From an optimization exercise on the open Yosys and OpenROAD flow, aimed at small area and few clock cycles; shortcuts taken in it are not production practice. Where RTL was checked, it was by simulation tests only, not by an equivalence proof against the original. For run 5, only the layout was checked, not whether the RTL still works. Power is estimated from default activity; no workload was simulated.

## design/flow/design.v

```verilog
module cmap_segment_group_builder (
	input  logic         clk,
	input  logic         arst_n,
	input  logic         s_tvalid,
	output logic         s_tready,
	input  logic [39:0]  s_tdata,    
	input  logic         s_tuser,    
	output logic         m_tvalid,
	input  logic         m_tready,
	output logic [151:0] m_tdata,    
	output logic [1:0]   m_tuser,    
	output logic         m_tlast
);
	localparam int SEG  = 0;
	localparam int SENT = 1;
	localparam int HDR  = 2;
	localparam int GRP  = 3;
	localparam int CNT  = 4;
	logic        iv_q;       
	logic        pend_q;     
	logic        fin_q;      
	logic [20:0] cp_q;
	logic [15:0] gl_q;
	logic        sx_q;       
	logic        gx_q;       
	logic [2:0]  step_q;     
	logic        seg_open_q;
	logic [15:0] seg_first_q;
	logic [15:0] seg_final_q;
	logic [15:0] seg_glyph_q;
	logic [15:0] seg_delta_q;
	logic [14:0] seg_total_q;
	logic        grp_open_q;
	logic [20:0] grp_first_q;
	logic [20:0] grp_final_q;
	logic [15:0] grp_glyph_q;
	logic [20:0] grp_total_q;
	logic [20:0] s_cp;
	logic [15:0] s_gl;
	logic [20:0] cp_inc;
	logic [15:0] gl_inc;
	logic        cp_top;
	logic        gl_top;
	logic        prev_ent;
	logic        prev_bmp;
	logic        prev_fin;
	logic        s_bmp;
	logic        g_hit;
	logic        slow;
	assign s_cp = s_tdata[20:0];
	assign s_gl = s_tdata[36:21];
	always_comb begin
		cp_top = 1'b1;
		for (int i = 0; i < 21; i++) begin
			cp_inc[i] = cp_q[i] ^ cp_top;
			cp_top    = cp_top && cp_q[i];
		end
		gl_top = 1'b1;
		for (int i = 0; i < 16; i++) begin
			gl_inc[i] = gl_q[i] ^ gl_top;
			gl_top    = gl_top && gl_q[i];
		end
	end
	assign prev_ent = !fin_q;
	assign prev_fin = fin_q;
	assign prev_bmp = prev_ent && (cp_q[20:16] == 5'd0);
	assign s_bmp    = (s_cp[20:16] == 5'd0);
	assign g_hit    = prev_ent && !cp_top && !gl_top && (s_cp == cp_inc) && (s_gl == gl_inc);
	assign slow     = s_bmp && !prev_bmp && !prev_fin && seg_open_q;
	logic [15:0] dl;
	logic [15:0] sf_inc;
	logic        sf_top;
	logic        seg_hit;
	logic [16:0] bw;
	logic [15:0] bg;
	logic [15:0] bp;
	assign bg = ~gl_q & cp_q[15:0];
	assign bp = ~gl_q | cp_q[15:0];
	always_comb begin
		bw[0] = 1'b0;
		for (int i = 0; i < 16; i += 2) begin
			bw[i + 1] = bg[i] | (bp[i] & bw[i]);
			bw[i + 2] = bg[i + 1] | (bp[i + 1] & bg[i]) | (bp[i + 1] & bp[i] & bw[i]);
		end
	end
	assign dl = gl_q ^ cp_q[15:0] ^ bw[15:0];
	always_comb begin
		sf_top = 1'b1;
		for (int i = 0; i < 16; i++) begin
			sf_inc[i] = seg_final_q[i] ^ sf_top;
			sf_top    = sf_top && seg_final_q[i];
		end
	end
	assign seg_hit = !sf_top && (gl_q != 16'd0) && (cp_q[15:0] == sf_inc) && (dl == seg_delta_q);
	logic       bmp_q;
	logic [4:0] need;
	logic [4:0] left;
	logic [4:0] after;
	logic [4:0] cur;
	assign bmp_q = (cp_q[20:16] == 5'd0);
	always_comb begin
		need = '0;
		if (fin_q) begin
			need[SEG]  = seg_open_q;
			need[SENT] = !(seg_open_q && (seg_final_q == 16'hFFFF));
			need[HDR]  = 1'b1;
			need[GRP]  = grp_open_q;
			need[CNT]  = 1'b1;
		end else begin
			need[SEG]  = seg_open_q && bmp_q && !sx_q;
			need[GRP]  = grp_open_q && !gx_q;
		end
		for (int i = 0; i < 5; i++) begin
			left[i] = need[i] && (3'(i) >= step_q);
		end
		cur   = left & (~left + 5'd1);
		after = left & ~cur;
	end
	logic ready;
	logic take;
	logic hand;
	logic apply;
	assign ready    = iv_q && !pend_q;
	assign m_tvalid = ready && (left != '0);
	assign hand     = m_tvalid && m_tready;
	assign apply    = ready && ((left == '0) || (hand && (after == '0)));
	assign s_tready = !iv_q || apply;
	assign take     = s_tvalid && s_tready;
	logic [14:0] n;
	logic [14:0] top;
	logic        above;
	logic        low_n;
	logic [3:0]  es;
	logic [15:0] sx2;
	logic [15:0] sr;
	logic [15:0] rs;
	assign n = seg_total_q;
	always_comb begin
		top   = '0;
		above = 1'b0;
		for (int i = 14; i >= 1; i--) begin
			top[i] = n[i] && !above;
			above  = above || n[i];
		end
		es = 4'd0;
		for (int i = 1; i < 15; i++) begin
			if (top[i]) begin
				es = es | 4'(i);
			end
		end
	end
	assign low_n = (n[14:1] == 14'd0);
	assign sx2   = {n, 1'b0};
	assign sr    = {top[14:1], low_n, 1'b0};
	assign rs    = low_n ? {{15{!n[0]}}, 1'b0} : {n & ~top, 1'b0};
	logic [15:0] c_seg;
	logic [15:0] c_sent;
	logic [15:0] c_hdr;
	logic [20:0] c_grp;
	logic [20:0] c_cnt;
	assign c_seg  = {16{cur[SEG]}};
	assign c_sent = {16{cur[SENT]}};
	assign c_hdr  = {16{cur[HDR]}};
	assign c_grp  = {21{cur[GRP]}};
	assign c_cnt  = {21{cur[CNT]}};
	assign m_tdata[20:0]    = {grp_first_q[20:16] & c_grp[4:0],
	                           (seg_first_q & c_seg) | (grp_first_q[15:0] & c_grp[15:0]) | c_sent};
	assign m_tdata[41:21]   = {grp_final_q[20:16] & c_grp[4:0],
	                           (seg_final_q & c_seg) | (grp_final_q[15:0] & c_grp[15:0]) | c_sent};
	assign m_tdata[57:42]   = (seg_glyph_q & c_seg) | (grp_glyph_q & c_grp[15:0]);
	assign m_tdata[73:58]   = (seg_delta_q & c_seg) | {15'd0, cur[SENT]};
	assign m_tdata[89:74]   = sx2 & c_hdr;
	assign m_tdata[105:90]  = sr & c_hdr;
	assign m_tdata[109:106] = es & c_hdr[3:0];
	assign m_tdata[125:110] = rs & c_hdr;
	assign m_tdata[146:126] = grp_total_q & c_cnt;
	assign m_tdata[151:147] = 5'd0;
	assign m_tuser[0]       = cur[GRP] || cur[CNT];
	assign m_tuser[1]       = cur[HDR] || cur[CNT];
	assign m_tlast          = (after == '0);
	logic clear;
	assign clear = fin_q && (apply || !iv_q);
	always_ff @(posedge clk or negedge arst_n) begin
		if (!arst_n) begin
			iv_q  <= 1'b0;
			fin_q <= 1'b1;
		end else begin
			if (take) begin
				iv_q  <= 1'b1;
				fin_q <= s_tuser;
			end else if (apply) begin
				iv_q <= 1'b0;
			end
		end
	end
	always_ff @(posedge clk) begin
		pend_q <= take && slow && !s_tuser;
	end
	always_ff @(posedge clk) begin
		if (apply || !iv_q) begin
			step_q <= '0;
		end else if (hand) begin
			step_q <= (cur[SEG] ? 3'd1 : 3'd0) | (cur[SENT] ? 3'd2 : 3'd0)
				| (cur[HDR] ? 3'd3 : 3'd0) | (cur[GRP] ? 3'd4 : 3'd0);
		end
		if (clear) begin
			seg_open_q  <= 1'b0;
			seg_total_q <= '0;
			grp_open_q  <= 1'b0;
			grp_total_q <= '0;
		end else begin
			if (hand && (cur[SEG] || cur[SENT])) begin
				seg_total_q <= seg_total_q + 15'd1;
			end
			if (hand && cur[GRP]) begin
				grp_total_q <= grp_total_q + 21'd1;
			end
			if (apply) begin
				if (bmp_q) begin
					seg_open_q <= 1'b1;
				end
				grp_open_q <= 1'b1;
			end
		end
	end
	always_ff @(posedge clk) begin
		if (take) begin
			cp_q  <= s_cp;
			gl_q  <= s_gl;
			sx_q  <= prev_bmp && g_hit;
			gx_q  <= g_hit;
		end else if (pend_q) begin
			sx_q  <= seg_hit;
		end
		if (apply && !fin_q) begin
			if (bmp_q) begin
				seg_final_q <= cp_q[15:0];
				if (!sx_q) begin
					seg_first_q <= cp_q[15:0];
					seg_glyph_q <= gl_q;
					seg_delta_q <= dl;
				end
			end
			grp_final_q <= cp_q;
			if (!gx_q) begin
				grp_first_q <= cp_q;
				grp_glyph_q <= gl_q;
			end
		end
	end
endmodule
```

## design/flow/flow/run.sh

```bash
#!/bin/bash
# Standard layout (the standard.sh, standard synthesis unchanged), with
# plain buf_1 cells as the port buffers and a clock tree without dummy loads.
set -e
export BUFFER_PORTS_ARGS="-buffer_cell sky130_fd_sc_hd__buf_1"
export CTS_ARGS="-sink_clustering_enable -repair_clock_nets -dont_use_dummy_load -buf_list sky130_fd_sc_hd__clkbuf_4 -sink_clustering_size 12 -sink_clustering_max_diameter 40"
bash standard.sh > standard.log 2>&1
```

## design/flow/standard.sh

```bash
#!/bin/bash
# synth_recipe.tcl (not shown) runs the flow's synth.tcl, then flattens the netlist and writes it again
# the make line also repeats each setting of config.mk as NAME=value (left out here)
make -C /OpenROAD-flow-scripts/flow DESIGN_CONFIG=/design/flow/config.mk WORK_HOME=/design/flow/orfs CLKGATE_MAP_FILE= SYNTH_SCRIPT=/design/flow/synth_recipe.tcl "${@:-finish}"
```

## design/flow/config.mk

```make
export PLATFORM = sky130hd
export DESIGN_NAME = cmap_segment_group_builder
export DESIGN_NICKNAME = cmap_segment_group_builder
export VERILOG_FILES = /design/flow/design.v
export SDC_FILE = /design/flow/constraint.sdc
export NUM_CORES = 4
export LEC_CHECK = 0
export CAP_MARGIN = 20
export CORE_MARGIN = 2
export CORE_UTILIZATION = 40
export SLEW_MARGIN = 20
```

## design/flow/constraint.sdc

```tcl
create_clock -name core_clock -period 6.0 [get_ports {clk}]
set_input_delay 1.2000 -clock core_clock [delete_from_list [all_inputs] [get_ports {clk}]]
set_output_delay 1.2000 -clock core_clock [all_outputs]
set_load 0.01 [all_outputs]
```

==> results.yml, run 1 <==
sta:
  max_clock_freq_mhz: 174
  worst_pin_slew_ns: 0.956
  skew_ns: 0.0810
  slew_violations: 0
  fin_crit_ns: 5.75
  max-slew-margin-rel_pct: 35.7
  setup_viol: 0
  finalHoldViolations: 0
  fin_crit_sh_pct: 95.8
  rsz0062_at_grt: "no"
  finalSetupTns_ns: 0
logic_synthesis:
  async_reset_ff_share_pct: 0.976
  synth_flop_cell: "edfxtp_1"
  synth_top_area_share_pct: 44.5
  synth_area_leaders: "edfxtp_1 (45%), ha_1 (9.1%), dfxtp_1 (7.7%), xor2_1 (5.6%), and2_1 (3.5%)"
  yosysWarnings: 1
  synth_cells: 910
  synthesis.area_um2: 10900
  synth-seq-cells: 205
  seq_area_frac_synth_pct: 52.7
  synth_edf_count: 161
  yosysMostFrequentCell: "edfxtp_1"
  yosys.area.top_type: "edfxtp_1"
  synth_commonest_cells: "edfxtp_1 (161), ha_1 (79), xor2_1 (70), nor2_1 (64), and2_1 (61)"
  syn_avg_cell_area_um2: 11.9
  ys_types: 62
power:
  p_per_area_nw_per_um2: 396
  swShare_pct: 41.6
  p_total_uw: 4780
  power.switching_uw: 1990
  seq_power_share_pct: 42.8
  pwr-share-clk_pct: 14.4
  pwr-share-comb_pct: 42.7
  peakVddDrop_mv: 0.211
  power.internal_uw: 2790
  leakage_uw: 0.00446
cts:
  htreeDepth: 1
  cts_root_buf: "clkbuf_4"
  clk_pin_slew_ns: 0.10
  cts_resized: 0
  cts_sinks: 205
  insertion_delay_ns: 0.72
  cts_post_setup_buffers_inserted: 0
  cts_buffer_depth: 3
  cts_tree: "done"
  cts_inserted_buffers: 31
  cts_hold_buf: 0
floorplan:
  die_x_um: 169
  rows: 60
  num_io_pins: 202
  start_util_pct: 40.5
  core_um2: 26800
  fp.dieArea_um2: 28500
  die_y_um: 169
worst_setup_path:
  r2r_cells: 26
  endpoint_kind: "register"
  critPathMaxFanout: 7
  slowest_delay_ns: 0.53
  critPathTopFamily: "adder cells"
  crit_buf_inv: 0
  crit_slowest_cell: "edfxtp_1"
  start_kind: "register"
  critPathArrivalTime_ns: 6.30
  cp.required_ns: 6.55
  critical_path_depth: 26
  critPathKind: "reg -> reg"
  path_common_cell: "ha_1"
global_route:
  grt_pass1_vias: 7241
  grt_max_degree: 53
  grt.total_usage_pct: 18.7
  antenna_found_initial: 1
  grt_first_pass_wirelength_mm: 41.2
  grt_overflow: 0
routing:
  wl_met1_mm: 12.8
  wl_per_cell_um: 18.9
  wl_met3_mm: 1.28
  viasPerCell: 5.24
  top_layer: "met4"
  vias: 7521
  drt_iter0_drc: 588
  ant_nets: 0
  drc: 0
  drtPass1Iterations: 5
  routed-wl-met2_mm: 12.3
  drt_wl_total_mm: 27.1
placement:
  gp_congestion: 0.823
  portBuffers: 190
  dp_hpwl_mm: 19.4
hold_path:
  hp-class: "in -> async"
final_layout:
  area_growth_pct: 11.0
  finalNetCount: 1226
  nFillCells: 2542
  drive_above_1_share_pct: 6.50
run_status:
  status: "no timing/DRC/antenna violations"
flow_run:
  drv_cap: 0
placed cells by master (no fill, tap or decap), types with 32 or more instances in the layout:
cell | netlist | final
buf_1 | 0 | 190
edfxtp_1 | 161 | 161
ha_1 | 79 | 79
xor2_1 | 70 | 70
nor2_1 | 64 | 62
and2_1 | 61 | 61
inv_1 | 44 | 44
dfxtp_1 | 42 | 42
xnor2_1 | 41 | 41
a221o_1 | 32 | 32
worst paths after layout:
kind                                          from                      end  slack, ns
setup / recovery                 cp_q[1]$_DFFE_PP_           sx_q$_DFFE_PP_       0.25
setup reg to reg                 cp_q[1]$_DFFE_PP_           sx_q$_DFFE_PP_       0.25
hold / removal                              arst_n         iv_q$_DFFE_PN0P_       0.30
max in group asynchronous                   arst_n        fin_q$_DFFE_PN1P_       5.55
min in group core_clock    grp_open_q$_SDFFE_PP0P_  grp_open_q$_SDFFE_PP0P_       0.48
hold reg to reg            grp_open_q$_SDFFE_PP0P_  grp_open_q$_SDFFE_PP0P_       0.48
cells by family after synthesis:
logic type / Yosys count / synth area share [%]
simple gates: 298 / 15.3
flops: 205 / 52.7
xor+xnor: 111 / 8.95
compound gates: 108 / 7.98
buf+inv: 98 / 4.19
fa+ha+maj: 87 / 10.6
mux: 2 / 0.196
other cells: 1 / 0.0345
metal layers:
layer | vias up | track usage [%]
met1 | 3635 | 26.9
met2 | 208 | 29.5
met5 | - | 0
li1 | 3633 | -
met3 | 45 | 2.50
met4 | 0 | 5.70
flip-flops by register name, indices dropped and copies added (netlist names):
name	count
gx_q	1
grp_open_q	1
grp_glyph_q	16
iv_q	1
grp_total_q	21
seg_final_q	16
seg_total_q	15
seg_glyph_q	16
grp_final_q	21
grp_first_q	21
seg_first_q	16
fin_q	1
step_q	3
cp_q	21
gl_q	16
sx_q	1
pend_q	1
seg_open_q	1
seg_delta_q	16
power groups by stage:
stage | Combinational, uW | Sequential, uW | Clock [uW]
floorplan | 1420 | 2000 | 0
global placement | 2050 | 2070 | 0
detailed placement | 2070 | 2080 | 0
CTS | 2080 | 2050 | 708
global route | 2260 | 2080 | 764
finish | 2040 | 2050 | 689
layout make-up:
cell class | count | area [um2] | share of cell area, %
sequential | 205 | 5730 | 47.5
multi-input combinational | 614 | 4730 | 39.2
timing repair buffer | 198 | 773 | 6.41
tap | 341 | 427 | 3.54
clock buffer | 31 | 233 | 1.93
inverter | 44 | 165 | 1.37
antenna | 1 | 2.50 | 0.0208
stage by stage:
step | utilization (%) | cell area [um2] | cells | worst slack [ns] | hold WS [ns]
finish | 45.0 | 12100 | 1434 | 0.251 | 0.298
global route | 45.0 | 12100 | 1434 | 0.0131 | 0.237
CTS | 45.0 | 12100 | 1433 | 0.251 | 0.258
detailed placement | 44.1 | 11800 | 1402 | 0.319 | 0.457
global placement | 44.1 | 11800 | 1402 | 0.406 | 0.451
floorplan | - | 10900 | 917 | 0.674 | 0.437
Testbench counts, summed over its fixed seeds: cycles 18,293.
==> inputs of run 2 (changes only) <==
--- a/design/flow/config.mk
+++ b/design/flow/config.mk
@@ -7,5 +7,6 @@
 export LEC_CHECK = 0
 export CAP_MARGIN = 20
 export CORE_MARGIN = 2
-export CORE_UTILIZATION = 40
+export CORE_UTILIZATION = 65
+export PLACE_DENSITY = 0.75
 export SLEW_MARGIN = 20
==> run 2 against run 1 <==
  * Largest cell class unchanged
  * Global-route usage is 8.1 points higher
  * First-iteration DRC count is 16% lower
  * Synthesized cell count stayed put
  * Combinational power is 2% lower
  * Register-to-register slack better by 0.14 ns
  * Sequential power hardly changed
  * Total power is 2.4% lower
  * Wire length is 11% lower
  * Largest power group unchanged
==> results.yml, run 2 <==
worst_setup_path:
  path_common_cell: "ha_1"
  ff2ff_setup_slack_ns: 0.39
  critical_path_depth: 26
  start_kind: "register"
  cp-startpoint: "cp_q[1]$_DFFE_PP_"
  crit_buf_inv: 0
  crit_slowest_cell: "edfxtp_1"
  endpoint_kind: "register"
  critPathArrivalTime_ns: 6.14
  slowest_delay_ns: 0.46
  critPathTopFamily: "adder cells"
  critPathKind: "reg -> reg"
  critPathMaxFanout: 4
  r2r_cells: 26
  cp.required_ns: 6.53
  rr_startpoint: "cp_q[1]$_DFFE_PP_"
routing:
  vias: 7565
  drtPass1Iterations: 5
  drt_iter0_drc: 491
  wl_per_cell_um: 18.5
  drc: 0
  ant_nets: 0
  drt_wl_total_mm: 24.2
  viasPerCell: 5.77
cts:
  cts_sinks: 205
  htreeDepth: 1
  cts_buffer_depth: 3
  clk_pin_slew_ns: 0.11
  cts_tree: "done"
  cts_root_buf: "clkbuf_4"
  cts_inserted_buffers: 27
  insertion_delay_ns: 0.65
sta:
  fin_crit_ns: 5.61
  worst_pin_slew_ns: 1.02
  fin_crit_sh_pct: 93.6
  skew_ns: 0.0494
  finalHoldViolations: 0
  setup_viol: 0
  rsz0062_at_grt: "no"
  max_clock_freq_mhz: 178
  finalSetupTns_ns: 0
  max-slew-margin-rel_pct: 31.4
  slew_violations: 0
logic_synthesis:
  yosys.area.top_type: "edfxtp_1"
  syn_avg_cell_area_um2: 11.9
  seq_area_frac_synth_pct: 52.7
  ys_types: 62
  synth_top_area_share_pct: 44.5
  synthesis.area_um2: 10900
  synth_area_leaders: "edfxtp_1 (45%), ha_1 (9.1%), dfxtp_1 (7.7%), xor2_1 (5.6%), and2_1 (3.5%)"
  yosysMostFrequentCell: "edfxtp_1"
  yosysWarnings: 1
  synth_flop_cell: "edfxtp_1"
  synth-seq-cells: 205
  async_reset_ff_share_pct: 0.976
  synth_commonest_cells: "edfxtp_1 (161), ha_1 (79), xor2_1 (70), nor2_1 (64), and2_1 (61)"
  synth_cells: 910
  synth_edf_count: 161
power:
  swShare_pct: 40.7
  pwr-share-clk_pct: 13.4
  power.switching_uw: 1900
  pwr-share-comb_pct: 42.7
  leakage_uw: 0.00446
  p_per_area_nw_per_um2: 392
  p_total_uw: 4660
  peakVddDrop_mv: 0.247
  seq_power_share_pct: 43.9
  power.internal_uw: 2760
global_route:
  grt_first_pass_wirelength_mm: 37.4
  grt_overflow: 0
  grt_max_degree: 66
  grt_pass1_vias: 7064
  grt.total_usage_pct: 26.8
  antenna_found_initial: 1
placement:
  gp_congestion: 0.903
  portBuffers: 190
  dp_hpwl_mm: 17.4
final_layout:
  drive_above_1_share_pct: 6.42
  utilization_pct: 72.3
  area_growth_pct: 9.56
  finalNetCount: 1225
  final_common_cell: "buf_1"
  mostFrequentLayoutCells: "buf_1 (190), edfxtp_1 (161), ha_1 (79), xor2_1 (70), nor2_1 (63)"
floorplan:
  start_util_pct: 66.0
  die_y_um: 133
  rows: 47
  fp.dieArea_um2: 17800
  die_x_um: 133
  num_io_pins: 202
  core_um2: 16500
hold_path:
  hp-class: "in -> async"
run_status:
  status: "no timing/DRC/antenna violations"
flow_run:
  drv_cap: 0
==> run 2: changes by cell type in the layout (fill, tap and decap cells not counted), sizes merged <==
cell	delta
clkbuf	-4
buf	+3
==> run 2: path summary, 6_finish.rpt <==
check / endpoint
max: sx_q$_DFFE_PP_
min: iv_q$_DFFE_PN0P_
max reg2reg: sx_q$_DFFE_PP_
min reg2reg: grp_open_q$_SDFFE_PP0P_
max in group asynchronous: fin_q$_DFFE_PN1P_
min in group core_clock: grp_open_q$_SDFFE_PP0P_
==> run 2: per-stage QoR <==
step | worst slack (ns) | std cells | cell area, um2 | hold WS (ns)
final | 0.386 | 1312 | 11900 | 0.304
after global routing | 0.0816 | 1312 | 11900 | 0.260
after CTS | 0.274 | 1309 | 11900 | 0.271
after detailed placement | 0.284 | 1282 | 11700 | 0.455
after global placement | 0.440 | 1282 | 11700 | 0.450
after floorplan | 0.674 | 917 | 10900 | 0.437
==> run 2: timing repair <==
action	4_1_cts	5_1_grt
hold buffers	0	0
setup buffers	0	2
resized for setup	0	1
setup endpoints to repair	0	1
==> run 2: kinds of logic after synthesis <==
group                      Yosys count  share of synthesized area [%]
adders and majority gates           87                           10.6
muxes                                2                          0.196
xor gates and xnor gates           111                           8.95
DFF                                205                           52.7
other                                1                         0.0345
AOI/OAI and AO/OA                  108                           7.98
buffers and inverters               98                           4.19
and+or+nand+nor                    298                           15.3
==> run 2: metal layers <==
layer	vias to the layer above	global-route usage, %	wire length [um]
met4	0	7.27	481
met1	3630	39.1	10600
met2	276	43.1	11500
met3	36	3.31	1640
li1	3623	-	-
met5	-	0	0
==> run 2: area by class of cell <==
class / count / area (um2)
clock buffers: 27 / 203
inverters: 44 / 165
repair buffers: 201 / 796
multi-input cells: 614 / 4730
fillers: 1221 / 4570
well taps: 220 / 275
diodes: 1 / 2.50
flip-flops and latches: 205 / 5730
==> run 2: power groups by stage <==
stage / clock (uW) / sequential, uW / combinational, uW
floorplan: 0 / 2000 / 1420
global placement: 0 / 2070 / 1970
detailed placement: 0 / 2080 / 1990
CTS: 642 / 2040 / 2000
global route: 693 / 2070 / 2180
finish: 625 / 2050 / 1990
==> inputs of run 3 (changes only) <==
==> design/flow/flow/run.sh (replaced) <==
#!/bin/bash
# Standard layout (the standard.sh, standard synthesis unchanged), with
# plain buf_1 cells as the port buffers and a clock tree without dummy loads.
set -e
export BUFFER_PORTS_ARGS="-buffer_cell sky130_fd_sc_hd__buf_1"
export CTS_ARGS="-sink_clustering_enable -repair_clock_nets -dont_use_dummy_load -root_buf sky130_fd_sc_hd__clkbuf_8 -buf_list sky130_fd_sc_hd__clkbuf_4 -sink_clustering_size 12 -sink_clustering_max_diameter 40"
bash standard.sh > standard.log 2>&1
==> run 3 against run 2 <==
  * Global-route usage is essentially flat
  * Sequential share of layout area shrank 0.065 points
  * Total power grew 0.40%
  * Combinational power is essentially flat
  * Highest routed layer unchanged
  * Largest cell class unchanged
  * Critical endpoint unchanged
  * Via count shrank 0.26%
  * Worst hold slack gained 0.12 ns
  * Die area is the same
  * Clock power grew 3.7%
  * Area after synthesis is the same
  * Fmax shrank 0.41%
==> results.yml, run 3 <==
logic_synthesis:
  synth_commonest_cells: "edfxtp_1 (161), ha_1 (79), xor2_1 (70), nor2_1 (64), and2_1 (61)"
  seq_area_frac_synth_pct: 52.7
  syn_avg_cell_area_um2: 11.9
  synth_top_family_by_area: "simple AND/OR/NAND/NOR gates"
  synth_adder_area_share_pct: 10.6
  yosys.area.top_type: "edfxtp_1"
  ys_types: 62
  synth-seq-cells: 205
  synth_edf_count: 161
  synth_compound_area_share_pct: 7.98
  synth_top_area_share_pct: 44.5
  synthesis.area_um2: 10900
  synth_cells: 910
  synth_area_leaders: "edfxtp_1 (45%), ha_1 (9.1%), dfxtp_1 (7.7%), xor2_1 (5.6%), and2_1 (3.5%)"
  yosysWarnings: 1
  synthXorXnorAreaFrac_pct: 8.95
  synth_flop_cell: "edfxtp_1"
  synth_mux_area_share_pct: 0.196
  yosysMostFrequentCell: "edfxtp_1"
  async_reset_ff_share_pct: 0.976
  synth_simple_gate_area_share_pct: 15.3
floorplan:
  die_x_um: 133
  fp.dieArea_um2: 17800
  die_y_um: 133
  rows: 47
  start_util_pct: 66.0
  core_um2: 16500
  num_io_pins: 202
routing:
  wl_met1_mm: 10.6
  ant_nets: 0
  wl_per_cell_um: 18.3
  drt_iter0_drc: 581
  drtPass1Iterations: 5
  drt_wl_total_mm: 24.0
  wl_met3_mm: 1.69
  routed-wl-met2_mm: 11.2
  drc: 0
  viasPerCell: 5.76
  vias: 7545
  top_layer: "met4"
flow_run:
  drv_cap: 0
sta:
  skew_ns: 0.0509
  fin_crit_sh_pct: 93.9
  finalHoldViolations: 0
  finalSetupTns_ns: 0
  setup_viol: 0
  worst_pin_slew_ns: 1.02
  slew_violations: 0
  rsz0062_at_grt: "no"
  max-slew-margin-rel_pct: 31.3
  fin_crit_ns: 5.64
  max_clock_freq_mhz: 177
cts:
  cts_inserted_buffers: 27
  htreeDepth: 1
  insertion_delay_ns: 0.53
  cts_hold_buf: 0
  cts_buffer_depth: 3
  clk_pin_slew_ns: 0.11
  cts_root_buf: "clkbuf_8"
  cts_sinks: 205
  cts_tree: "done"
final_layout:
  nFillCells: 1216
  finalNetCount: 1225
  multi_input_area_um2: 4730
  stdcell_count: 1311
  mostFrequentLayoutCells: "buf_1 (190), edfxtp_1 (161), ha_1 (79), xor2_1 (70), nor2_1 (63)"
  final_common_cell: "buf_1"
  drive_above_1_share_pct: 6.42
  regArea_um2: 5730
  final_area_um2: 11900
  area_growth_pct: 9.71
  utilization_pct: 72.4
  diodes: 0
placement:
  gp_congestion: 0.903
  portBuffers: 190
  dp_hpwl_mm: 17.4
  placed_cells: 1282
  dpl_cell_area_um2: 11700
global_route:
  grt_first_pass_wirelength_mm: 37.4
  grt_max_degree: 66
  grt.total_usage_pct: 26.8
  antenna_found_initial: 0
  grt_overflow: 0
  grt_pass1_vias: 7076
worst_setup_path:
  critPathMaxFanout: 6
  critPathArrivalTime_ns: 6.04
  ff2ff_setup_slack_ns: 0.36
  worstReg2RegEnd: "sx_q$_DFFE_PP_"
  critPathKind: "reg -> reg"
  cp.required_ns: 6.41
  rr_startpoint: "cp_q[1]$_DFFE_PP_"
  start_kind: "register"
  r2r_cells: 26
  endpoint_kind: "register"
power:
  peakVddDrop_mv: 0.248
  p_per_area_nw_per_um2: 393
  p_total_uw: 4680
  leakage_uw: 0.00447
run_status:
  status: "no timing/DRC/antenna violations"
hold_path:
  hp-class: "in -> async"
## run 3: cells by family (layout without fill, tap and decap cells)
kind of cell	Yosys count	count (layout)
other	1	8
adder cells (fa/ha/maj)	87	87
multiplexers	2	2
XOR/XNOR	111	111
buffers and inverters	98	272
AND/OR/NAND/NOR	298	298
flip-flops	205	205
AO/OA/AOI/OAI	108	108
## run 3: area by class of cell
type | count | share of cell area, %
Sequential cell | 205 | 48.1
Timing Repair Buffer | 201 | 6.68
Clock buffer | 27 | 1.86
Multi-Input combinational cell | 614 | 39.7
Inverter | 44 | 1.39
Tap cell | 220 | 2.31
## run 3: critical path: stages, from the launching register on
cell and delay [ns]:
edfxtp_1 0.49, ha_1 0.24, ha_1 0.18, ha_1 0.18
ha_1 0.19, ha_1 0.19, ha_1 0.18, ha_1 0.19
ha_1 0.19, ha_1 0.19, ha_1 0.18, ha_1 0.18
ha_1 0.18, ha_1 0.17, ha_1 0.22, ha_1 0.20
ha_1 0.18, ha_1 0.18, ha_1 0.18, ha_1 0.18
ha_1 0.29, xor2_1 0.14, nor4_1 0.30, nand4_1 0.15
nor4_2 0.28, and4_1 0.22, a41o_1 0.08
## run 3: metal layers
metal / vias up / GRT usage [%]
li1: 3631 / -
met4: 0 / 6.86
met1: 3581 / 39.1
met5: - / 0
met3: 45 / 3.31
met2: 288 / 43.1
## run 3: report_power, final
group          switching (uW)  leakage [uW]  internal [uW]
sequential                186       0.00184           1860
combinational            1290       0.00249            701
clock                     418      0.000132            231
total                    1890       0.00447           2790
## run 3: how the worst max path moves through the flow
stage | start | endpoint | slack [ns] | cells past startpoint
2_1_floorplan | m_tready | seg_delta_q[0]$_DFFE_PP_ | 0.67 | 4
5_1_grt | cp_q[1]$_DFFE_PP_ | sx_q$_DFFE_PP_ | 0.01 | 26
3_3_place_gp | cp_q[1]$_DFFE_PP_ | sx_q$_DFFE_PP_ | 0.44 | 26
4_1_cts | cp_q[1]$_DFFE_PP_ | sx_q$_DFFE_PP_ | 0.28 | 26
3_5_place_dp | cp_q[1]$_DFFE_PP_ | sx_q$_DFFE_PP_ | 0.28 | 26
6_report | cp_q[1]$_DFFE_PP_ | sx_q$_DFFE_PP_ | 0.36 | 26
## run 3: what timing repair did
item,4_1_cts,5_1_grt
endpoints found under the setup margin,0,1
gates resized for setup,0,1
setup buffers,0,2
## run 3: stage by stage
step	setup WS (ns)	hold WS, ns
2_1_floorplan	0.674	0.437
3_3_place_gp	0.440	0.450
3_5_place_dp	0.284	0.455
4_1_cts	0.276	0.406
5_1_grt	0.0143	0.399
6_report	0.364	0.426
==> inputs of run 4 (changes only) <==
==> design/flow/flow/run.sh (replaced) <==
#!/bin/bash
# Standard layout (the standard.sh, standard synthesis unchanged), with
# plain buf_1 cells as the port buffers and a clock tree without dummy loads.
set -e
export BUFFER_PORTS_ARGS="-buffer_cell sky130_fd_sc_hd__buf_1"
export CTS_ARGS="-sink_clustering_enable -repair_clock_nets -dont_use_dummy_load -buf_list {sky130_fd_sc_hd__clkbuf_4 sky130_fd_sc_hd__clkbuf_8} -sink_clustering_size 12 -sink_clustering_max_diameter 40"
bash standard.sh > standard.log 2>&1
--- a/design/flow/config.mk
+++ b/design/flow/config.mk
@@ -7,6 +7,5 @@
 export LEC_CHECK = 0
 export CAP_MARGIN = 20
 export CORE_MARGIN = 2
-export CORE_UTILIZATION = 65
-export PLACE_DENSITY = 0.75
+export CORE_UTILIZATION = 40
 export SLEW_MARGIN = 20
==> run 4 against run 3 <==
  * Still clean on timing, DRC and antenna
  * Count of clock-buffer cells in the layout rose by 4
  * Register-to-register slack worse by 0.097 ns
  * Combinational power rose by 3%
  * Utilization down 27 points
  * Highest routed layer unchanged
==> results.yml, run 4 <==
worst_setup_path:
  crit_slowest_cell: "edfxtp_1"
  critPathTopFamily: "adder cells"
  critPathKind: "reg -> reg"
  endpoint_kind: "register"
  slowest_delay_ns: 0.51
  start_kind: "register"
  critPathArrivalTime_ns: 6.15
  crit_buf_inv: 0
  critPathMaxFanout: 7
  ff2ff_setup_slack_ns: 0.27
  cp.required_ns: 6.42
  path_common_cell: "ha_1"
logic_synthesis:
  async_reset_ff_share_pct: 0.976
  synth_top_area_share_pct: 44.5
  yosys.area.top_type: "edfxtp_1"
  synth-seq-cells: 205
  synthesis.area_um2: 10900
  seq_area_frac_synth_pct: 52.7
  synth_flop_cell: "edfxtp_1"
  yosysMostFrequentCell: "edfxtp_1"
  ys_types: 62
  synth_cells: 910
  synth_commonest_cells: "edfxtp_1 (161), ha_1 (79), xor2_1 (70), nor2_1 (64), and2_1 (61)"
  synth_edf_count: 161
  yosysWarnings: 1
  synth_area_leaders: "edfxtp_1 (45%), ha_1 (9.1%), dfxtp_1 (7.7%), xor2_1 (5.6%), and2_1 (3.5%)"
  syn_avg_cell_area_um2: 11.9
global_route:
  top_usage_layer: "met2"
  grt_pass1_vias: 7251
  gr-usage-met3_pct: 2.50
  grt_max_degree: 53
  grt.total_usage_pct: 18.7
  grt_first_pass_wirelength_mm: 41.2
  grt_overflow: 0
  met2_usage_pct: 29.5
  antenna_found_initial: 0
  grtUsageMet1_pct: 26.9
sta:
  max-slew-margin-rel_pct: 35.8
  fin_hold_ws_ns: 0.430
  max_clock_freq_mhz: 174
  setup_viol: 0
  finalSetupTns_ns: 0
  skew_ns: 0.0527
  fin_crit_ns: 5.73
  finalHoldViolations: 0
  fin_crit_sh_pct: 95.6
  slew_violations: 0
  worst_pin_slew_ns: 0.957
  rsz0062_at_grt: "no"
hold_path:
  hp-class: "in -> async"
floorplan:
  rows: 60
  fp.dieArea_um2: 28500
  start_util_pct: 40.5
  num_io_pins: 202
  core_um2: 26800
  die_y_um: 169
  die_x_um: 169
routing:
  ant_nets: 0
  drc: 0
  drt_wl_total_mm: 27.1
  drt_iter0_drc: 507
  viasPerCell: 5.27
  drtPass1Iterations: 4
  wl_per_cell_um: 18.9
  vias: 7545
cts:
  htreeDepth: 1
  clk_pin_slew_ns: 0.06
  cts_hold_buf: 0
  insertion_delay_ns: 0.58
  cts_sinks: 205
  cts_root_buf: "clkbuf_8"
  cts_resized: 0
  cts_tree: "done"
  cts_post_setup_buffers_inserted: 0
  cts_inserted_buffers: 31
  cts_buffer_depth: 3
placement:
  dp_hpwl_mm: 19.4
  portBuffers: 190
  gp_congestion: 0.823
  dpl_cell_area_um2: 11800
final_layout:
  regArea_um2: 5730
  mostFrequentLayoutCells: "buf_1 (190), edfxtp_1 (161), ha_1 (79), xor2_1 (70), nor2_1 (62)"
  nFillCells: 2526
  multi_input_area_um2: 4730
  final_common_cell: "buf_1"
  finalNetCount: 1226
  area_growth_pct: 12.8
  drive_above_1_share_pct: 6.50
  diodes: 0
  final_area_um2: 12200
run_status:
  status: "no timing/DRC/antenna violations"
power:
  peakVddDrop_mv: 0.220
  p_per_area_nw_per_um2: 411
  leakage_uw: 0.00454
flow_run:
  drv_cap: 0
run 4: cell counts after synthesis:
Identical to the previous run, type by type.
run 4: report_power, final:
group / internal (uW) / switching (uW) / leakage [uW] / total [uW]
Clock: 451 / 482 / 0.000223 / 933
Sequential: 1860 / 189 / 0.00184 / 2050
Combinational: 697 / 1350 / 0.00248 / 2050
Total: 3010 / 2020 / 0.00454 / 5030
run 4: worst paths after layout:
check | end | startpoint | depth (start not counted)
hold reg to reg | grp_open_q$_SDFFE_PP0P_ | grp_open_q$_SDFFE_PP0P_ | 2
min in group core_clock | grp_open_q$_SDFFE_PP0P_ | grp_open_q$_SDFFE_PP0P_ | 2
setup / recovery | sx_q$_DFFE_PP_ | cp_q[1]$_DFFE_PP_ | 26
max in group asynchronous | fin_q$_DFFE_PN1P_ | arst_n | 1
setup reg to reg | sx_q$_DFFE_PP_ | cp_q[1]$_DFFE_PP_ | 26
hold / removal | iv_q$_DFFE_PN0P_ | arst_n | 1
run 4: logic make-up after synthesis:
kind of cell / synth area share [%]
buf+inv: 4.19
flops: 52.7
other cells: 0.0345
compound gates: 7.98
mux: 0.196
fa+ha+maj: 10.6
simple gates: 15.3
xor+xnor: 8.95
run 4: layer usage:
layer / wire length [um] / share of wire (%) / vias up
li1: - / - / 3621
met1: 12700 / 47 / 3658
met2: 12300 / 45 / 221
met3: 1300 / 4.8 / 45
met4: 792 / 2.9 / 0
met5: 0 / 0 / -
run 4: per-stage QoR:
stage	setup slack [ns]	total power, uW	std cells	utilization (%)
floorplan	0.674	3420	917	-
global placement	0.406	4120	1402	44.1
detailed placement	0.319	4150	1402	44.1
CTS	0.264	5090	1433	45.7
global route	0.0184	5350	1433	45.7
finish	0.266	5030	1433	45.7
run 4: area by class of cell:
class,count,area share [%]
tap,341,3.48
sequential,205,46.8
timing repair buffer,198,6.31
clock buffer,31,3.48
multi-input combinational,614,38.6
inverter,44,1.35
==> inputs of run 5 (changes only) <==
--- a/design/flow/design.v
+++ b/design/flow/design.v
@@ -78,7 +78,10 @@
 	assign bp = ~gl_q | cp_q[15:0];
 	always_comb begin
 		bw[0] = 1'b0;
-		for (int i = 0; i < 16; i += 2) begin
+		for (int i = 0; i < 8; i++) begin
+			bw[i + 1] = bg[i] | (bp[i] & bw[i]);
+		end
+		for (int i = 8; i < 16; i += 2) begin
 			bw[i + 1] = bg[i] | (bp[i] & bw[i]);
 			bw[i + 2] = bg[i + 1] | (bp[i + 1] & bg[i]) | (bp[i + 1] & bp[i] & bw[i]);
 		end
==> design/flow/flow/run.sh (replaced) <==
#!/bin/bash
# Standard layout (the standard.sh, standard synthesis unchanged), with
# plain buf_1 cells as the port buffers and a clock tree without dummy loads.
set -e
export BUFFER_PORTS_ARGS="-buffer_cell sky130_fd_sc_hd__buf_1"
export CTS_ARGS="-sink_clustering_enable -repair_clock_nets -dont_use_dummy_load -buf_list sky130_fd_sc_hd__clkbuf_4 -sink_clustering_size 10 -sink_clustering_max_diameter 30"
bash standard.sh > standard.log 2>&1
--- a/design/flow/config.mk
+++ b/design/flow/config.mk
@@ -7,5 +7,6 @@
 export LEC_CHECK = 0
 export CAP_MARGIN = 20
 export CORE_MARGIN = 2
-export CORE_UTILIZATION = 40
+export CORE_UTILIZATION = 65
+export PLACE_DENSITY = 0.75
 export SLEW_MARGIN = 20
==> run 5 against run 4 <==
  * Largest cell class unchanged
  * Flip-flop and latch count did not move
  * Combinational power rose by 2%
  * Non-clock buffer count rose by 6
  * Wire length fell by 7.4%
  * Utilization rose by 27 points
  * Worst hold slack got worse by 0.024 ns
  * Count of clock-buffer cells in the layout rose by 7
  * Critical path type unchanged
  * First-iteration DRC count rose by 27%
==> results.yml, run 5 <==
run_status:
  status: "no timing/DRC/antenna violations"
global_route:
  grtUsageMet1_pct: 37.9
  antenna_found_initial: 0
  grt_pass1_vias: 7304
  grt_overflow: 0
  grt_max_degree: 39
  gr-usage-met3_pct: 5.44
  top_usage_layer: "met2"
  met2_usage_pct: 45.9
  grt.total_usage_pct: 27.9
  grt_first_pass_wirelength_mm: 38.6
worst_setup_path:
  endpoint: "sx_q$_DFFE_PP_"
  crit_slowest_cell: "fa_1"
  crit_chain: "inv_2 -> ha_1 -> inv_1 -> fa_2 -> fa_2 -> fa_2 -> fa_2 -> fa_2 -> fa_2 -> fa_2 -> o21bai_1 -> a21oi_2 -> nor2_1 -> nor2_1 -> o21bai_1 -> inv_1 -> fa_1 -> xor2_1 -> nor4_1 -> nand4_1 -> nor4_2 -> nand4_1 -> mux2i_1"
  rr_startpoint: "gl_q[0]$_DFFE_PP_"
  slowest_delay_ns: 0.51
  critPathArrivalTime_ns: 6.14
  critPathKind: "reg -> reg"
  cp-startpoint: "gl_q[0]$_DFFE_PP_"
  critPathMaxFanout: 4
  path_common_cell: "fa_2"
  start_kind: "register"
  ff2ff_setup_slack_ns: 0.27
  crit_buf_inv: 3
  cp.required_ns: 6.40
  r2r_cells: 23
  endpoint_kind: "register"
  critPathTopFamily: "adder cells"
  worstReg2RegEnd: "sx_q$_DFFE_PP_"
  critical_path_depth: 23
power:
  seq_power_share_pct: 42.2
  power.switching_uw: 2000
  power.internal_uw: 2900
  peakVddDrop_mv: 0.289
  pwr-share-comb_pct: 42.7
  p_per_area_nw_per_um2: 410
  leakage_uw: 0.00448
  swShare_pct: 40.8
  pwr-share-clk_pct: 15.1
logic_synthesis:
  synth_compound_area_share_pct: 9.63
  yosysWarnings: 1
  synth_simple_gate_area_share_pct: 14.8
  synth_cells: 902
  seq_area_frac_synth_pct: 53.2
  synth_top_family_by_area: "simple AND/OR/NAND/NOR gates"
  synth_commonest_cells: "edfxtp_1 (161), xor2_1 (70), ha_1 (67), nor2_1 (65)"
  syn_avg_cell_area_um2: 11.9
  synth_mux_area_share_pct: 0.291
  synth_adder_area_share_pct: 9.84
  synth_area_leaders: "edfxtp_1 (45%), dfxtp_1 (7.8%), ha_1 (7.8%), xor2_1 (5.7%), a221o_1 (3.0%)"
  synth_top_area_share_pct: 44.9
  async_reset_ff_share_pct: 0.976
  yosys.area.top_type: "edfxtp_1"
  ys_types: 66
  synth_edf_count: 161
  synth_flop_cell: "edfxtp_1"
  synth-seq-cells: 205
  synthXorXnorAreaFrac_pct: 8.14
  yosysMostFrequentCell: "edfxtp_1"
  synthesis.area_um2: 10800
sta:
  worst_pin_slew_ns: 1.02
  slew_violations: 0
  setup_slack_ns: 0.266
  rsz0062_at_grt: "yes"
  max-slew-margin-rel_pct: 32.1
  max_clock_freq_mhz: 174
  skew_ns: 0.0793
  fin_crit_sh_pct: 95.6
  setup_viol: 0
  fin_crit_ns: 5.73
  finalHoldViolations: 0
cts:
  htreeDepth: 2
  cts_sinks: 205
  cts_root_buf: "clkbuf_4"
  clk_pin_slew_ns: 0.07
  cts_hold_buf: 0
  cts_buffer_depth: 3
  insertion_delay_ns: 0.62
  cts_inserted_buffers: 38
  cts_tree: "done"
floorplan:
  die_x_um: 133
  core_um2: 16400
  num_io_pins: 202
  start_util_pct: 65.6
  die_y_um: 133
  rows: 47
  fp.dieArea_um2: 17600
routing:
  drtPass1Iterations: 5
  drt_iter0_drc: 646
  wl_per_cell_um: 19.1
  vias: 7757
  drc: 0
  ant_nets: 0
  drt_wl_total_mm: 25.1
  viasPerCell: 5.89
final_layout:
  area_growth_pct: 11.3
  multi_input_area_um2: 4690
  regArea_um2: 5730
  finalNetCount: 1221
  nFillCells: 1219
  stdcell_count: 1316
  final_common_cell: "buf_1"
  diodes: 0
  mostFrequentLayoutCells: "buf_1 (190), edfxtp_1 (161), xor2_1 (70), ha_1 (67), nor2_1 (62)"
  drive_above_1_share_pct: 7.85
placement:
  pre_cts_slack_ns: 0.0820
  gp_congestion: 0.878
  dp_hpwl_mm: 18.0
  portBuffers: 190
  placed_cells: 1274
flow_run:
  drv_cap: 0
hold_path:
  hp-class: "in -> async"
[run 5: cell types whose count changed after synthesis, moves of 6 or more]
cell / delta
ha_1: -12
and2_1: -28
xnor2_1: -11
nor2_2: -7
nor4_1: -10
a21oi_1: +9
nand4_1: +13
and3_1: +24
nand2_1: +6
[run 5: worst reg2reg max path, cell delays in order, from the launching register on]
cell	delay, ns
edfxtp_1	0.46
inv_2	0.09
ha_1	0.14
inv_1	0.05
fa_2	0.34
fa_2	0.34
fa_2	0.34
fa_2	0.34
fa_2	0.34
fa_2	0.34
fa_2	0.35
o21bai_1	0.19
a21oi_2	0.09
nor2_1	0.09
nor2_1	0.05
o21bai_1	0.19
inv_1	0.10
fa_1	0.51
xor2_1	0.16
nor4_1	0.23
nand4_1	0.13
nor4_2	0.30
nand4_1	0.18
mux2i_1	0.18
[run 5: cell families after synthesis]
logic type	count (synthesis)
AND/OR/NAND/NOR	288
adder cells (fa/ha/maj)	78
multiplexers	3
AO/OA/AOI/OAI	130
flip-flops	205
buffers and inverters	97
other	1
XOR/XNOR	100
[run 5: how the worst min path moves through the flow]
| stage | to | slack [ns] | cells after the start |
|---|---|---|---|
| after floorplan | grp_total_q[19]$_SDFFE_PP0P_ | 0.46 | 2 |
| after global placement | grp_total_q[19]$_SDFFE_PP0P_ | 0.47 | 2 |
| after detailed placement | grp_total_q[1]$_SDFFE_PP0P_ | 0.49 | 2 |
| after CTS | iv_q$_DFFE_PN0P_ | 0.37 | 1 |
| after global routing | iv_q$_DFFE_PN0P_ | 0.37 | 1 |
| final | iv_q$_DFFE_PN0P_ | 0.41 | 1 |
[run 5: per-layer routing]
| metal | wire, um | share of wire [%] |
|---|---|---|
| met5 | 0 | 0 |
| met4 | 543 | 2.2 |
| met3 | 1900 | 7.6 |
| met1 | 10400 | 42 |
| met2 | 12200 | 49 |
[run 5: power by group through the flow]
| stage | sequential, uW | clock (uW) | combinational [uW] |
|---|---|---|---|
| 3_5_place_dp | 2100 | 0 | 2050 |
| 6_report | 2070 | 740 | 2090 |
| 2_1_floorplan | 2000 | 0 | 1490 |
| 4_1_cts | 2070 | 761 | 2070 |
| 5_1_grt | 2100 | 816 | 2290 |
| 3_3_place_gp | 2090 | 0 | 2030 |
[run 5: cell type report]
| type | instances | share of cell area [%] |
|---|---|---|
| Multi-Input combinational cell | 607 | 39.2 |
| Clock buffer | 38 | 2.38 |
| Sequential cell | 205 | 47.8 |
| Timing Repair Buffer | 204 | 7.00 |
| Tap cell | 220 | 2.30 |
| Inverter | 42 | 1.32 |
[run 5: through the flow]
stage / area, um2 / hold WS (ns) / util, % / total power [uW] / TNS, ns
finish: 12000 / 0.406 / 73.0 / 4900 / 0
global route: 12000 / 0.366 / 73.0 / 5200 / -0.0884
CTS: 11900 / 0.366 / 72.4 / 4900 / 0
detailed placement: 11600 / 0.488 / 70.7 / 4160 / 0
global placement: 11600 / 0.469 / 70.7 / 4120 / 0
floorplan: 10800 / 0.457 / - / 3490 / 0
[run 5: timing repair]
item,4_1_cts,5_1_grt
setup endpoints to repair,0,1
resized for setup,0,12
setup buffers,0,3
==> inputs of run 6 (changes only) <==
--- a/design/flow/design.v
+++ b/design/flow/design.v
@@ -78,10 +78,7 @@
 	assign bp = ~gl_q | cp_q[15:0];
 	always_comb begin
 		bw[0] = 1'b0;
-		for (int i = 0; i < 8; i++) begin
-			bw[i + 1] = bg[i] | (bp[i] & bw[i]);
-		end
-		for (int i = 8; i < 16; i += 2) begin
+		for (int i = 0; i < 16; i += 2) begin
 			bw[i + 1] = bg[i] | (bp[i] & bw[i]);
 			bw[i + 2] = bg[i + 1] | (bp[i + 1] & bg[i]) | (bp[i + 1] & bp[i] & bw[i]);
 		end
--- a/design/flow/config.mk
+++ b/design/flow/config.mk
@@ -8,5 +8,7 @@
 export CAP_MARGIN = 20
 export CORE_MARGIN = 2
 export CORE_UTILIZATION = 65
+export GPL_ROUTABILITY_DRIVEN = 0
+export GPL_TIMING_DRIVEN = 0
 export PLACE_DENSITY = 0.75
 export SLEW_MARGIN = 20
==> run 6 against run 5 <==
  * Worst hold slack got worse by 0.064 ns
  * Die area rose by 0.94%
  * Via count is 3.8% higher
  * Critical path depth rose by 3
  * Highest routed layer unchanged
  * Combinational power up 3%
  * Still clean on timing, DRC and antenna
  * Design area up 2.8%
  * Setup slack improved by 0.11 ns
  * Synthesized cell count grew 0.89%
  * Register-to-register slack better by 0.11 ns
  * Cell count grew 4.6%
  * Count of clock-buffer cells in the layout rose by 1
==> results.yml, run 6 <==
logic_synthesis:
  synth_commonest_cells: "edfxtp_1 (161), ha_1 (79), xor2_1 (70), nor2_1 (64), and2_1 (61)"
  async_reset_ff_share_pct: 0.976
  synth_top_area_share_pct: 44.5
  yosys.area.top_type: "edfxtp_1"
  synthesis.area_um2: 10900
  ys_types: 62
  synth_edf_count: 161
  synth_area_leaders: "edfxtp_1 (45%), ha_1 (9.1%), dfxtp_1 (7.7%), xor2_1 (5.6%), and2_1 (3.5%)"
  synth_simple_gate_area_share_pct: 15.3
  yosysMostFrequentCell: "edfxtp_1"
  synth_top_family_by_area: "simple AND/OR/NAND/NOR gates"
  synth_mux_area_share_pct: 0.196
  seq_area_frac_synth_pct: 52.7
  yosysWarnings: 1
  syn_avg_cell_area_um2: 11.9
  synth_cells: 910
  synth-seq-cells: 205
  synth_flop_cell: "edfxtp_1"
  synthXorXnorAreaFrac_pct: 8.95
  synth_compound_area_share_pct: 7.98
  synth_adder_area_share_pct: 10.6
final_layout:
  area_growth_pct: 13.3
  finalNetCount: 1290
  final_area_um2: 12300
  mostFrequentLayoutCells: "buf_1 (190), edfxtp_1 (161), ha_1 (79), xor2_1 (70), nor2_1 (62)"
  drive_above_1_share_pct: 9.17
  final_common_cell: "buf_1"
  diodes: 0
cts:
  cts_sinks: 205
  cts_inserted_buffers: 39
  cts_tree: "done"
  cts_root_buf: "clkbuf_4"
  cts_buffer_depth: 3
  insertion_delay_ns: 0.68
  htreeDepth: 2
  cts_hold_buf: 0
  clk_pin_slew_ns: 0.08
placement:
  portBuffers: 190
  dpl_cell_area_um2: 12000
  dp_hpwl_mm: 19.6
  pre_cts_slack_ns: 0.207
global_route:
  antenna_found_initial: 0
  grt_max_degree: 32
  grt.total_usage_pct: 29.2
  grt_first_pass_wirelength_mm: 40.0
  grt_overflow: 0
  grt_pass1_vias: 7465
worst_setup_path:
  crit_slowest_cell: "edfxtp_1"
  path_common_cell: "ha_1"
  critPathKind: "reg -> reg"
  critPathTopFamily: "adder cells"
  critPathArrivalTime_ns: 6.13
  slowest_delay_ns: 0.46
  crit_buf_inv: 0
  critPathMaxFanout: 4
  start_kind: "register"
  endpoint_kind: "register"
  cp.required_ns: 6.51
power:
  swShare_pct: 40.9
  peakVddDrop_mv: 0.250
  power.internal_uw: 2930
  power.switching_uw: 2030
  pwr-share-clk_pct: 15.2
  seq_power_share_pct: 41.1
  leakage_uw: 0.00469
  pwr-share-comb_pct: 43.6
  p_per_area_nw_per_um2: 403
  p_total_uw: 4960
routing:
  drtPass1Iterations: 5
  wl_per_cell_um: 19.1
  vias: 8055
  ant_nets: 0
  routed-wl-met2_mm: 12.5
  drt_iter0_drc: 669
  drt_wl_total_mm: 26.3
  top_layer: "met4"
  viasPerCell: 5.85
  wl_met1_mm: 11.1
  wl_met3_mm: 1.87
  drc: 0
sta:
  setup_slack_ns: 0.378
  slew_violations: 0
  max_clock_freq_mhz: 178
  fin_crit_sh_pct: 93.7
  finalSetupTns_ns: 0
  max-slew-margin-rel_pct: 29.4
  finalHoldViolations: 0
  worst_pin_slew_ns: 1.05
  setup_viol: 0
  skew_ns: 0.104
  rsz0062_at_grt: "no"
  fin_crit_ns: 5.62
  fin_hold_ws_ns: 0.342
run_status:
  status: "no timing/DRC/antenna violations"
floorplan:
  die_y_um: 133
  start_util_pct: 66.0
  num_io_pins: 202
  fp.dieArea_um2: 17800
  die_x_um: 133
  core_um2: 16500
  rows: 47
hold_path:
  hp-class: "in -> async"
flow_run:
  drv_cap: 0
-- run 6: worst register-to-register path, cell delays in order (launching register included) --
cell      delay [ns]
edfxtp_1        0.46
ha_1            0.25
ha_1            0.18
ha_1            0.19
ha_1            0.19
ha_1            0.18
ha_1            0.18
ha_1            0.20
ha_1            0.19
ha_1            0.18
ha_1            0.18
ha_1            0.18
ha_1            0.18
ha_1            0.18
ha_1            0.19
ha_1            0.22
ha_1            0.20
ha_1            0.17
ha_1            0.17
ha_1            0.18
ha_1            0.28
xor2_1          0.15
nor4_1          0.28
nand4_1         0.14
nor4_2          0.30
and4_1          0.23
a41o_1          0.09
-- run 6: kinds of logic (layout without fill, tap and decap cells) --
group,after synthesis,after routing
AOI/OAI and AO/OA,108,108
xor gates and xnor gates,111,111
adders and majority gates,87,87
buffers and inverters,98,337
DFF,205,205
muxes,2,2
other,1,8
and+or+nand+nor,298,298
-- run 6: what timing repair did --
item                                    4_1_cts  5_1_grt
setup buffers                                 0        3
gates resized for setup                       0        1
endpoints found under the setup margin        0        1
-- run 6: final timing paths --
kind	startpoint	to	slack (ns)	cells past startpoint
worst max-delay path	cp_q[0]$_DFFE_PP_	sx_q$_DFFE_PP_	0.38	26
worst min-delay path	arst_n	iv_q$_DFFE_PN0P_	0.34	1
worst max register to register	cp_q[0]$_DFFE_PP_	sx_q$_DFFE_PP_	0.38	26
worst min register to register	grp_open_q$_SDFFE_PP0P_	grp_open_q$_SDFFE_PP0P_	0.47	2
max in group asynchronous	arst_n	fin_q$_DFFE_PN1P_	5.44	1
min in group core_clock	grp_open_q$_SDFFE_PP0P_	grp_open_q$_SDFFE_PP0P_	0.47	2
-- run 6: layer usage --
layer	global-route usage, %	vias up
met3	4.98	54
met1	39.9	3893
met4	11.8	0
met2	47.1	342
met5	0	-
li1	-	3766
-- run 6: power groups by stage --
| stage | logic, uW | clock network (uW) | registers (uW) |
|---|---|---|---|
| final | 2160 | 756 | 2040 |
| after global routing | 2350 | 815 | 2060 |
| after CTS | 2150 | 771 | 2040 |
| after detailed placement | 2140 | 0 | 2070 |
| after global placement | 2070 | 0 | 2070 |
| after floorplan | 1420 | 0 | 2000 |
-- run 6: cell type report --
cell class	count	area (um2)
inverters	44	165
multi-input cells	614	4730
fillers	1184	4160
clock buffers	39	293
well taps	220	275
repair buffers	200	832
flip-flops and latches	205	5730
plain buffers	54	290
-- run 6: stage by stage --
stage / std cells / util, %
5_1_grt: 1376 / 74.8
3_3_place_gp: 1327 / 72.1
2_1_floorplan: 917 / -
3_5_place_dp: 1334 / 72.8
6_report: 1376 / 74.8
4_1_cts: 1373 / 74.6
Testbench counts of run 6, summed over its fixed seeds: cycles 18,293.
==> inputs of run 7 (changes only) <==
--- a/design/flow/config.mk
+++ b/design/flow/config.mk
@@ -8,7 +8,5 @@
 export CAP_MARGIN = 20
 export CORE_MARGIN = 2
 export CORE_UTILIZATION = 65
-export GPL_ROUTABILITY_DRIVEN = 0
-export GPL_TIMING_DRIVEN = 0
 export PLACE_DENSITY = 0.75
 export SLEW_MARGIN = 20
==> run 7 against run 6 <==
  * First-iteration DRC count fell by 22%
  * Area after synthesis did not move
  * Die area did not move
  * Flip-flop and latch count did not move
  * Global-route usage fell by 2.0 points
  * Highest routed layer unchanged
==> results.yml, run 7 <==
placement:
  gp_congestion: 0.903
  dpl_cell_area_um2: 11700
  portBuffers: 190
  dp_hpwl_mm: 17.4
worst_setup_path:
  cp.required_ns: 6.53
  cp-startpoint: "cp_q[1]$_DFFE_PP_"
  crit_slowest_cell: "edfxtp_1"
  critPathKind: "reg -> reg"
  rr_startpoint: "cp_q[1]$_DFFE_PP_"
  start_kind: "register"
  critPathArrivalTime_ns: 6.14
  slowest_delay_ns: 0.50
  critPathMaxFanout: 7
  path_common_cell: "ha_1"
  endpoint_kind: "register"
cts:
  htreeDepth: 2
  cts_hold_buf: 0
  insertion_delay_ns: 0.65
  cts_root_buf: "clkbuf_4"
  cts_tree: "done"
  clk_pin_slew_ns: 0.08
  cts_sinks: 205
  cts_buffer_depth: 3
  cts_inserted_buffers: 40
final_layout:
  drive_above_1_share_pct: 7.35
  final_area_um2: 12000
  utilization_pct: 72.8
  nFillCells: 1220
  area_growth_pct: 10.3
  finalNetCount: 1236
  mostFrequentLayoutCells: "buf_1 (190), edfxtp_1 (161), ha_1 (79), xor2_1 (70), nor2_1 (63)"
  final_common_cell: "buf_1"
floorplan:
  die_x_um: 133
  die_y_um: 133
  core_um2: 16500
  num_io_pins: 202
  start_util_pct: 66.0
  rows: 47
  fp.dieArea_um2: 17800
logic_synthesis:
  synth_simple_gate_area_share_pct: 15.3
  synth_edf_count: 161
  synth_top_family_by_area: "simple AND/OR/NAND/NOR gates"
  yosys.area.top_type: "edfxtp_1"
  seq_area_frac_synth_pct: 52.7
  synthesis.area_um2: 10900
  synth_compound_area_share_pct: 7.98
  synth_area_leaders: "edfxtp_1 (45%), ha_1 (9.1%), dfxtp_1 (7.7%), xor2_1 (5.6%), and2_1 (3.5%)"
  async_reset_ff_share_pct: 0.976
  synth_top_area_share_pct: 44.5
  yosysMostFrequentCell: "edfxtp_1"
  synth_flop_cell: "edfxtp_1"
  synth_adder_area_share_pct: 10.6
  synth_cells: 910
  synth-seq-cells: 205
  yosysWarnings: 1
  syn_avg_cell_area_um2: 11.9
  ys_types: 62
  synth_mux_area_share_pct: 0.196
  synthXorXnorAreaFrac_pct: 8.95
  synth_commonest_cells: "edfxtp_1 (161), ha_1 (79), xor2_1 (70), nor2_1 (64), and2_1 (61)"
sta:
  finalHoldViolations: 0
  worst_pin_slew_ns: 1.02
  finalSetupTns_ns: 0
  setup_viol: 0
  fin_crit_sh_pct: 93.6
  max-slew-margin-rel_pct: 31.2
  slew_violations: 0
  max_clock_freq_mhz: 178
  rsz0062_at_grt: "no"
  fin_crit_ns: 5.62
  skew_ns: 0.0896
global_route:
  grt_pass1_vias: 7200
  grt_overflow: 0
  antenna_found_initial: 1
  grt_max_degree: 66
  grt_first_pass_wirelength_mm: 37.7
  grt.total_usage_pct: 27.3
flow_run:
  drv_cap: 0
power:
  p_per_area_nw_per_um2: 399
  p_total_uw: 4780
  peakVddDrop_mv: 0.227
  leakage_uw: 0.00451
routing:
  drt_iter0_drc: 521
  drc: 0
  drtPass1Iterations: 5
  wl_per_cell_um: 18.4
  drt_wl_total_mm: 24.3
  ant_nets: 0
  viasPerCell: 5.75
  vias: 7602
hold_path:
  hp-class: "in -> async"
run_status:
  status: "no timing/DRC/antenna violations"
-- run 7: cell counts after synthesis --
No cell type changed its count.
-- run 7: worst paths after layout --
path / endpoint / depth (start not counted) / slack (ns)
worst max-delay path: sx_q$_DFFE_PP_ / 26 / 0.38
worst min-delay path: iv_q$_DFFE_PN0P_ / 1 / 0.33
worst min register to register: grp_open_q$_SDFFE_PP0P_ / 2 / 0.46
min in group core_clock: grp_open_q$_SDFFE_PP0P_ / 2 / 0.46
worst max register to register: sx_q$_DFFE_PP_ / 26 / 0.38
max in group asynchronous: fin_q$_DFFE_PN1P_ / 1 / 5.47
-- run 7: cells by family after synthesis --
family | after synthesis
compound gates | 108
xor+xnor | 111
fa+ha+maj | 87
flops | 205
mux | 2
buf+inv | 98
other cells | 1
simple gates | 298
-- run 7: repair_timing --
item,in CTS,in global routing
setup buffers,0,0
setup endpoints to repair,0,1
gates resized for setup,0,1
-- run 7: cell type report --
class | instances | area [um2] | area share, %
well taps | 220 | 275 | 2.30
inverters | 44 | 165 | 1.38
multi-input cells | 614 | 4730 | 39.5
flip-flops and latches | 205 | 5730 | 47.8
clock buffers | 40 | 300 | 2.51
diodes | 1 | 2.50 | 0.0209
repair buffers | 199 | 781 | 6.52
-- run 7: report_power, final --
| part | internal [uW] | leakage [uW] | switching (uW) | total, uW |
|---|---|---|---|---|
| clock network | 305 | 0.000184 | 448 | 754 |
| logic | 697 | 0.00248 | 1280 | 1980 |
| registers | 1860 | 0.00184 | 188 | 2050 |
| total | 2860 | 0.00451 | 1920 | 4780 |
-- run 7: critical path, delay by kind of cell (launching register included) --
kind                     cells  cell delay [ns]
AO/OA/AOI/OAI                1             0.09
AND/OR/NAND/NOR              4             0.95
adder cells (fa/ha/maj)     20             3.86
flip-flops                   1             0.50
XOR/XNOR                     1             0.15
-- run 7: metrics by stage --
stage	std cells	setup slack [ns]	hold WS, ns
6_report	1323	0.384	0.330
5_1_grt	1323	0.0386	0.284
4_1_cts	1322	0.317	0.295
3_5_place_dp	1282	0.284	0.455
3_3_place_gp	1282	0.440	0.450
2_1_floorplan	917	0.674	0.437
-- run 7: per-layer routing --
metal | routed length (um) | track usage (%) | vias to the layer above
met5 | 0 | 0 | -
met4 | 589 | 9.22 | 0
met3 | 1610 | 4.11 | 50
met2 | 11500 | 43.5 | 288
met1 | 10600 | 38.8 | 3603
li1 | - | - | 3661
==> inputs of run 8 (changes only) <==
--- a/design/flow/config.mk
+++ b/design/flow/config.mk
@@ -5,8 +5,8 @@
 export SDC_FILE = /design/flow/constraint.sdc
 export NUM_CORES = 4
 export LEC_CHECK = 0
-export CAP_MARGIN = 20
+export CAP_MARGIN = 0
 export CORE_MARGIN = 2
 export CORE_UTILIZATION = 65
 export PLACE_DENSITY = 0.75
-export SLEW_MARGIN = 20
+export SLEW_MARGIN = 0
==> run 8 against run 7 <==
  * Via count is the same
  * Worst hold slack is the same
  * Die area stayed put
  * Setup slack is the same
  * Sequential share of layout area unchanged
  * Critical path depth is the same
  * Fmax did not move
  * Flip-flop and latch count is the same
  * Area after synthesis is the same
  * Global-route usage did not move
  * Critical path type unchanged
  * Critical endpoint unchanged
  * Largest power group unchanged
==> results.yml, run 8 <==
run_status:
  status: "no timing/DRC/antenna violations"
logic_synthesis:
  yosysWarnings: 1
  seq_area_frac_synth_pct: 52.7
  ys_types: 62
  synth_commonest_cells: "edfxtp_1 (161), ha_1 (79), xor2_1 (70), nor2_1 (64), and2_1 (61)"
  synthesis.area_um2: 10900
  synth_top_area_share_pct: 44.5
  synth_area_leaders: "edfxtp_1 (45%), ha_1 (9.1%), dfxtp_1 (7.7%), xor2_1 (5.6%), and2_1 (3.5%)"
  synth_cells: 910
  synth_edf_count: 161
  syn_avg_cell_area_um2: 11.9
  synth-seq-cells: 205
hold_path:
  hp-class: "in -> async"
power:
  pwr-share-clk_pct: 15.8
  pwr-share-comb_pct: 41.4
  swShare_pct: 40.2
  seq_power_share_pct: 42.8
sta:
  max_clock_freq_mhz: 178
  skew_ns: 0.0896
  finalSetupTns_ns: 0
  rsz0062_at_grt: "no"
  finalHoldViolations: 0
  worst_pin_slew_ns: 1.02
  fin_crit_sh_pct: 93.6
final_layout:
  nFillCells: 1220
  drive_above_1_share_pct: 7.35
  multi_input_area_um2: 4730
  final_common_cell: "buf_1"
  mostFrequentLayoutCells: "buf_1 (190), edfxtp_1 (161), ha_1 (79), xor2_1 (70), nor2_1 (63)"
floorplan:
  die_y_um: 133
  die_x_um: 133
  fp.dieArea_um2: 17800
  core_um2: 16500
  rows: 47
cts:
  insertion_delay_ns: 0.65
  cts_post_setup_buffers_inserted: 0
  cts_root_buf: "clkbuf_4"
  clk_pin_slew_ns: 0.08
  cts_inserted_buffers: 40
  cts_buffer_depth: 3
  cts_resized: 0
  cts_tree: "done"
worst_setup_path:
  worstReg2RegEnd: "sx_q$_DFFE_PP_"
  ff2ff_setup_slack_ns: 0.38
  start_kind: "register"
  critPathArrivalTime_ns: 6.14
  cp.required_ns: 6.53
  crit_buf_inv: 0
  slowest_delay_ns: 0.50
  endpoint_kind: "register"
  crit_slowest_cell: "edfxtp_1"
  endpoint: "sx_q$_DFFE_PP_"
  critical_path_depth: 26
  rr_startpoint: "cp_q[1]$_DFFE_PP_"
  path_common_cell: "ha_1"
  critPathKind: "reg -> reg"
  critPathMaxFanout: 7
  cp-startpoint: "cp_q[1]$_DFFE_PP_"
  r2r_cells: 26
routing:
  ant_nets: 0
  wl_per_cell_um: 18.4
  drtPass1Iterations: 5
  drt_wl_total_mm: 24.3
global_route:
  grt.total_usage_pct: 27.3
  antenna_found_initial: 1
  grt_max_degree: 66
  grt_overflow: 0
  grt_first_pass_wirelength_mm: 37.7
flow_run:
  drv_cap: 0
placement:
  pre_cts_slack_ns: 0.284
  dp_hpwl_mm: 17.4
-- run 8: cell counts after synthesis --
Identical to the previous run, type by type.
-- run 8: cell families (layout without fill, tap and decap cells) --
family | count (synthesis) | in the layout | synth area share [%]
AOI/OAI and AO/OA | 108 | 108 | 7.98
adders and majority gates | 87 | 87 | 10.6
xor gates and xnor gates | 111 | 111 | 8.95
buffers and inverters | 98 | 283 | 4.19
muxes | 2 | 2 | 0.196
other | 1 | 9 | 0.0345
and+or+nand+nor | 298 | 298 | 15.3
DFF | 205 | 205 | 52.7
-- run 8: cell type report --
cell class | instances | area share (%)
timing repair buffer | 199 | 6.52
tap | 220 | 2.30
antenna | 1 | 0.0209
inverter | 44 | 1.38
multi-input combinational | 614 | 39.5
clock buffer | 40 | 2.51
sequential | 205 | 47.8
-- run 8: worst min-delay path by stage --
stage | slack (ns) | cells after the start | startpoint | to
2_1_floorplan | 0.44 | 2 | grp_open_q$_SDFFE_PP0P_ | grp_open_q$_SDFFE_PP0P_
3_3_place_gp | 0.45 | 2 | grp_open_q$_SDFFE_PP0P_ | grp_open_q$_SDFFE_PP0P_
6_report | 0.33 | 1 | arst_n | iv_q$_DFFE_PN0P_
3_5_place_dp | 0.46 | 2 | grp_open_q$_SDFFE_PP0P_ | grp_open_q$_SDFFE_PP0P_
5_1_grt | 0.28 | 1 | arst_n | iv_q$_DFFE_PN0P_
4_1_cts | 0.30 | 1 | arst_n | iv_q$_DFFE_PN0P_
-- run 8: per-stage QoR --
step           total power (uW)  cell area [um2]  utilization (%)  instances  hold slack, ns
5_1_grt                    5090            12000             72.8       1323           0.284
4_1_cts                    4820            12000             72.7       1322           0.295
6_report                   4780            12000             72.8       1323           0.330
3_3_place_gp               4030            11700             70.9       1282           0.450
3_5_place_dp               4070            11700             70.9       1282           0.455
2_1_floorplan              3420            10900                -        917           0.437
-- run 8: power by group through the flow --
stage               sequential [uW]  clock, uW  combinational (uW)
finish                         2050        754                1980
global route                   2070        836                2180
detailed placement             2080          0                1990
floorplan                      2000          0                1420
CTS                            2050        777                1990
global placement               2070          0                1970
-- run 8: per-layer routing --
metal	global-route usage [%]	vias to the layer above	share of wire, %
li1	-	3661	-
met1	38.8	3603	44
met2	43.5	288	47
met3	4.11	50	6.6
met4	9.22	0	2.4
met5	0	-	0

Check on run 8: ideal ports give 0.384 ns setup slack; a clkbuf_16 on the clock port and buf_2 on the inputs give 0.384 ns; moving port delays by the midpoint clock arrival (0.649 ns) as well gives 0.384 ns.
